Background: an optimization exercise with open tools, aiming at small area, a short achievable clock period and few clock cycles per item. Do not read the settings as production practice. At most, simulation tests tie the RTL to the original design; equivalence was not proved. Power is estimated from default activity; no workload was simulated.

Design mlp_sequencer, start of the top module:
module mlp_sequencer #(
   parameter int N1        = 98,
   parameter int N2        = 10,
   parameter int W_K       = 4,
   parameter int W_X       = 8,
   parameter int W_OUT     = 16,
   parameter int ACT_SHIFT = 4,
   parameter int OUT_SHIFT = 8
) (
   input  logic                         clk,
   input  logic                         rstn,
   input  logic                         s_valid,
   output logic                         s_ready,
   input  logic [W_X-1:0]               s_data,
   output logic                         m_valid,
   input  logic                         m_ready,
   output logic [W_OUT-1:0]             m_data,
   output logic                         busy,
   output logic [1:0]                   w_sel,
   output logic [$clog2(N2+1)-1:0]      w_neuron,
   output logic [$clog2(N1/2+1)-1:0]    w_idx,
   input  logic [W_K-1:0]               w_data,
   output logic [W_K-1:0]               tanh_idx,
   input  logic [W_OUT-1:0]             tanh_data
);
   localparam int HALF   = N1 / 2;
   localparam int NEU_W  = $clog2(N2 + 1);
   localparam int IDX_W  = $clog2(N1 / 2 + 1);
   localparam int ACC1_W = W_X + W_K + $clog2(N1 + 2) - 1;    
   localparam int ACC2_W = W_OUT + W_K + $clog2(N2 + 1) - 1;  
   localparam int XW     = (W_OUT > W_X) ? W_OUT : W_X;
   localparam int PW     = XW + W_K;
   localparam int P1W    = W_X + W_K;
   localparam int TAP    = 2;    
   localparam logic signed [ACC1_W-1:0] T_MAX = ACC1_W'(2 ** (W_K - 1) - 1);
   localparam logic signed [ACC1_W-1:0] T_MIN = ACC1_W'(-(2 ** (W_K - 1)));
   localparam logic [1:0] PH_L1 = 2'd0, PH_L2 = 2'd1, PH_CLR = 2'd2;
   logic [1:0]               r_ph;
   logic                     r_act;      
   logic [3:0]               r_pcnt;     
   logic                     r_fin;      
   logic [1:0]               r_sel;
   logic [NEU_W-1:0]         r_neu;      
  ...
Size: about 250 flip-flops, about 0.011 mm^2 of cells after synthesis.
clock: 8.0 ns
lec_check: 0
abc_clock_period_in_ps: 3000
cap_margin: 20
core_margin: 2
core_utilization: 40
cts_buf_list: sky130_fd_sc_hd__clkbuf_4 sky130_fd_sc_hd__clkbuf_8
slew_margin: 20
run.sh (not shown) runs the stock make flow with config.mk's settings and CLKGATE_MAP_FILE= SYNTH_SCRIPT=/design/flow/synth_recipe.tcl, a recipe that flattens the netlist after the stock synthesis.
Rerun with:
- ABC_CLOCK_PERIOD_IN_PS: 3000 -> not set
- CTS_BUF_LIST: sky130_fd_sc_hd__clkbuf_4 sky130_fd_sc_hd__clkbuf_8 -> not set
- global-route usage is lower by 0.28 points
- clock skew falls by 0.026 ns
- design area barely changes
- maximum frequency goes up by 0.33%
- worst setup slack is better by 0.021 ns
- wire length shrinks by 0.99%
Function was not checked in any run of this note: the RTL went through the layout flow alone.

* * *

mlp_sequencer, a different RTL version from the one above (not shown whole).
Size: about 230 flip-flops, roughly 67 I/O pins, ~8700 um^2 of cells after synthesis.
==> flow/design.v (excerpt) <==
module mlp_sequencer #(
   parameter int N1        = 98,
   parameter int N2        = 10,
   parameter int W_K       = 4,
   parameter int W_X       = 8,
   parameter int W_OUT     = 16,
   parameter int ACT_SHIFT = 4,
   parameter int OUT_SHIFT = 8
) (
   input  logic                         clk,
   input  logic                         rstn,
   input  logic                         s_valid,
   output logic                         s_ready,
   input  logic [W_X-1:0]               s_data,
   output logic                         m_valid,
   input  logic                         m_ready,
   output logic [W_OUT-1:0]             m_data,
   output logic                         busy,
   output logic [1:0]                   w_sel,
   output logic [$clog2(N2+1)-1:0]      w_neuron,
   output logic [$clog2(N1/2+1)-1:0]    w_idx,
   input  logic [W_K-1:0]               w_data,
   output logic [W_K-1:0]               tanh_idx,
   input  logic [W_OUT-1:0]             tanh_data
);
   localparam int HALF   = N1 / 2;
   localparam int NEU_W  = $clog2(N2 + 1);
   localparam int IDX_W  = $clog2(N1 / 2 + 1);
   localparam int ACC1_W = W_X + W_K + $clog2(N1 + 2) - 1;    
   localparam int ACC2_W = W_OUT + W_K + $clog2(N2 + 1) - 1;  
   localparam int XW     = (W_OUT > W_X) ? W_OUT : W_X;
   localparam int TAP    = 1;    
   localparam logic signed [ACC1_W-1:0] T_MAX = ACC1_W'(2 ** (W_K - 1) - 1);
   localparam logic signed [ACC1_W-1:0] T_MIN = ACC1_W'(-(2 ** (W_K - 1)));
   logic                     r_l2;       
   logic                     r_out;      
   logic                     r_act;      
   logic [3:0]               r_pcnt;     
   logic                     r_first;    
   logic [1:0]               r_sel;
   logic [NEU_W-1:0]         r_neu;      
   logic [IDX_W-1:0]         r_idx;
   logic signed [XW-1:0]     r_x;        
   logic [ACC2_W-ACC1_W-1:0] r_yh;       
   logic                     r_m_valid;
   logic [N2*ACC1_W-1:0]     r_ring;
   logic                     r_mz, r_m2;  
   logic                     r_rdy;      
   logic                     r_neg0, r_one0, r_two0, r_neg1, r_one1, r_two1;
   logic                     w_bias, w_rdy, w_acc, w_last, w_mac, w_xld;
  ...
clock: 8.0 ns
lec_check: 0
cap_margin: 20
core_margin: 2
core_utilization: 60
cts_buf_list: sky130_fd_sc_hd__clkbuf_16
cts_cluster_diameter: 120
cts_cluster_size: 25
place_density: 0.75
setup_slack_margin: 4.45
slew_margin: 20
standard.sh (not shown) runs the stock make flow with config.mk's settings and CLKGATE_MAP_FILE= SYNTH_SCRIPT=/design/flow/synth_recipe.tcl, a recipe that flattens the netlist after the stock synthesis.
==> flow/flow/run.sh <==
#!/bin/bash
# Standard layout with two changes: port buffers are plain buf_1 cells, and
# after placement the reset port buffer keeps only the gates of s_ready and
# busy, while a new buffer drives the rest of the reset net (flow/iso.tcl).
set -e
export BUFFER_PORTS_ARGS="-buffer_cell sky130_fd_sc_hd__buf_1"
bash standard.sh place > standard_place.log 2>&1
RES=$PWD/orfs/results/sky130hd/mlp_sequencer/base
RES=$RES OUT=$RES/3_place.odb openroad -no_init -exit flow/iso.tcl > iso.log 2>&1
bash standard.sh finish > standard_finish.log 2>&1
Other scripts of this flow, unchanged in this note and not shown: flow/flow/iso.tcl
Testbench counts at the start, summed over its fixed seeds: cycles 89,766, items 96.
==> next run, changes <==
--- a/flow/flow/run.sh
+++ b/flow/flow/run.sh
@@ -1,4 +1,4 @@
 #!/bin/bash
-# Standard layout with two changes: port buffers are plain buf_1 cells, and
+# Standard layout with two changes: port buffers are plain buf_2 cells, and
 # after placement the reset port buffer keeps only the gates of s_ready and
 # busy, while a new buffer drives the rest of the reset net (flow/iso.tcl).
CORE_UTILIZATION = 40   (was 60)
PLACE_DENSITY = not set   (was 0.75)
The changed run completed with no timing, DRC or antenna violations; total power is about the same; first-iteration DRC count came out lower by 16%; combinational power hardly moves; maximum frequency hardly moves; global-route usage is lower by 7.0 points; critical path depth does not change; clock power came out higher by about 2%; wire length climbs by about 2%; register-to-register slack gets better by 0.07 ns; design area rises by 1.8%; cell count came out higher by 10%.
==> next run, changes <==
--- a/flow/flow/run.sh
+++ b/flow/flow/run.sh
@@ -1,4 +1,4 @@
 #!/bin/bash
-# Standard layout with two changes: port buffers are plain buf_2 cells, and
+# Standard layout with two changes: port buffers are plain buf_1 cells, and
 # after placement the reset port buffer keeps only the gates of s_ready and
 # busy, while a new buffer drives the rest of the reset net (flow/iso.tcl).
PLACE_DENSITY = 0.8   (was not set)
SETUP_SLACK_MARGIN = 4.5   (was 4.45)
What happened: Worst setup slack is about the same. Count of clock-buffer cells in the layout is unchanged. Cell count is about the same. Non-clock buffer count decreases by 3. Core utilization goes down by 0.20 points. Flip-flop and latch count does not change. First-iteration DRC count went up by about 26%.
==> next run, changes <==
==> flow/flow/run.sh (replaced) <==
#!/bin/bash
# Standard layout with two changes: port buffers are plain buf_2 cells, and
# after placement the reset port buffer keeps only the gates of s_ready and
# busy, while a new buffer drives the rest of the reset net (flow/iso.tcl).
set -e
export BUFFER_PORTS_ARGS="-buffer_cell sky130_fd_sc_hd__buf_2"
bash standard.sh place > standard_place.log 2>&1
RES=$PWD/orfs/results/sky130hd/mlp_sequencer/base
RES=$RES OUT=$RES/3_place.odb openroad -no_init -exit flow/iso.tcl > iso.log 2>&1
bash standard.sh finish > standard_finish.log 2>&1
PLACE_DENSITY = not set   (was 0.8)
SETUP_SLACK_MARGIN = 4.45   (was 4.5)
The changed run passed the timing, DRC and antenna checks.
Clock power stays flat.
Sequential power stays flat.
Via count went down by 3.0%.
Synthesized area stays the same.
Design area went up by 0.91%.
Count of clock-buffer cells in the layout stays the same.
Maximum frequency decreases by 0.35%.
Non-clock buffer count climbs by 1.
Synthesized cell count stays the same.
==> next run, changes <==
==> flow/flow/run.sh (replaced) <==
#!/bin/bash
# Standard layout with two changes: port buffers are plain buf_1 cells, and
# after placement the reset port buffer keeps only the gates of s_ready and
# busy, while a new buffer drives the rest of the reset net (flow/iso.tcl).
set -e
export BUFFER_PORTS_ARGS="-buffer_cell sky130_fd_sc_hd__buf_1"
bash standard.sh place > standard_place.log 2>&1
RES=$PWD/orfs/results/sky130hd/mlp_sequencer/base
RES=$RES OUT=$RES/3_place.odb openroad -no_init -exit flow/iso.tcl > iso.log 2>&1
bash standard.sh finish > standard_finish.log 2>&1
GPL_TIMING_DRIVEN = 0   (was not set)
PLACE_DENSITY = 0.8   (was not set)
Final cell count came out higher by 2.3%.
Global-route usage came out higher by 0.14 points.
Total power went up by 1.0%.

## separate check: timing with driven ports
No port has a modelled driver above. Below, the same layouts with a new extraction and two added sets of constraints. Step 1: set_driving_cell puts a clkbuf_16 on clk and a buf_2 on each other input, an assumption about the parent block. Step 2, shift: input delay + t, output delay - t, t = (earliest + latest rising clock arrival at the registers) / 2. This alone moves slack from input paths to output paths. Slacks: ideal ports / drivers / drivers and shift; pairs: ideal ports / drivers.
| run | t, ns | slack for setup (ns) | hold WS [ns] | worst register clock-pin slew, ns |
|---|---|---|---|---|
| the first run of note 1 | 0.575 | 1.683 / 1.683 / 1.683 | 0.304 / 0.304 / 0.304 | 0.07 / 0.07 |
| the second run of note 1 | 0.564 | 1.704 / 1.704 / 1.704 | 0.318 / 0.318 / 0.318 | 0.06 / 0.06 |
| the first run of note 2 | 0.500 | 4.446 / 4.413 / 4.167 | 0.326 / 0.326 / 0.326 | 0.10 / 0.10 |
| the second run of note 2 | 0.508 | 4.445 / 4.402 / 4.277 | 0.330 / 0.330 / 0.330 | 0.10 / 0.10 |
| the third run of note 2 | 0.510 | 4.445 / 4.403 / 4.184 | 0.312 / 0.312 / 0.312 | 0.10 / 0.10 |
| the fourth run of note 2 | 0.509 | 4.433 / 4.417 / 4.290 | 0.319 / 0.319 / 0.319 | 0.10 / 0.10 |
| the fifth run of note 2 | 0.514 | 4.449 / 4.393 / 4.191 | 0.325 / 0.325 / 0.325 | 0.10 / 0.10 |
After both steps setup and hold are still met in every run listed. The setup slack of the first run of note 2, which loses most, moves by -0.033 ns with the drivers and by -0.279 ns with both steps.
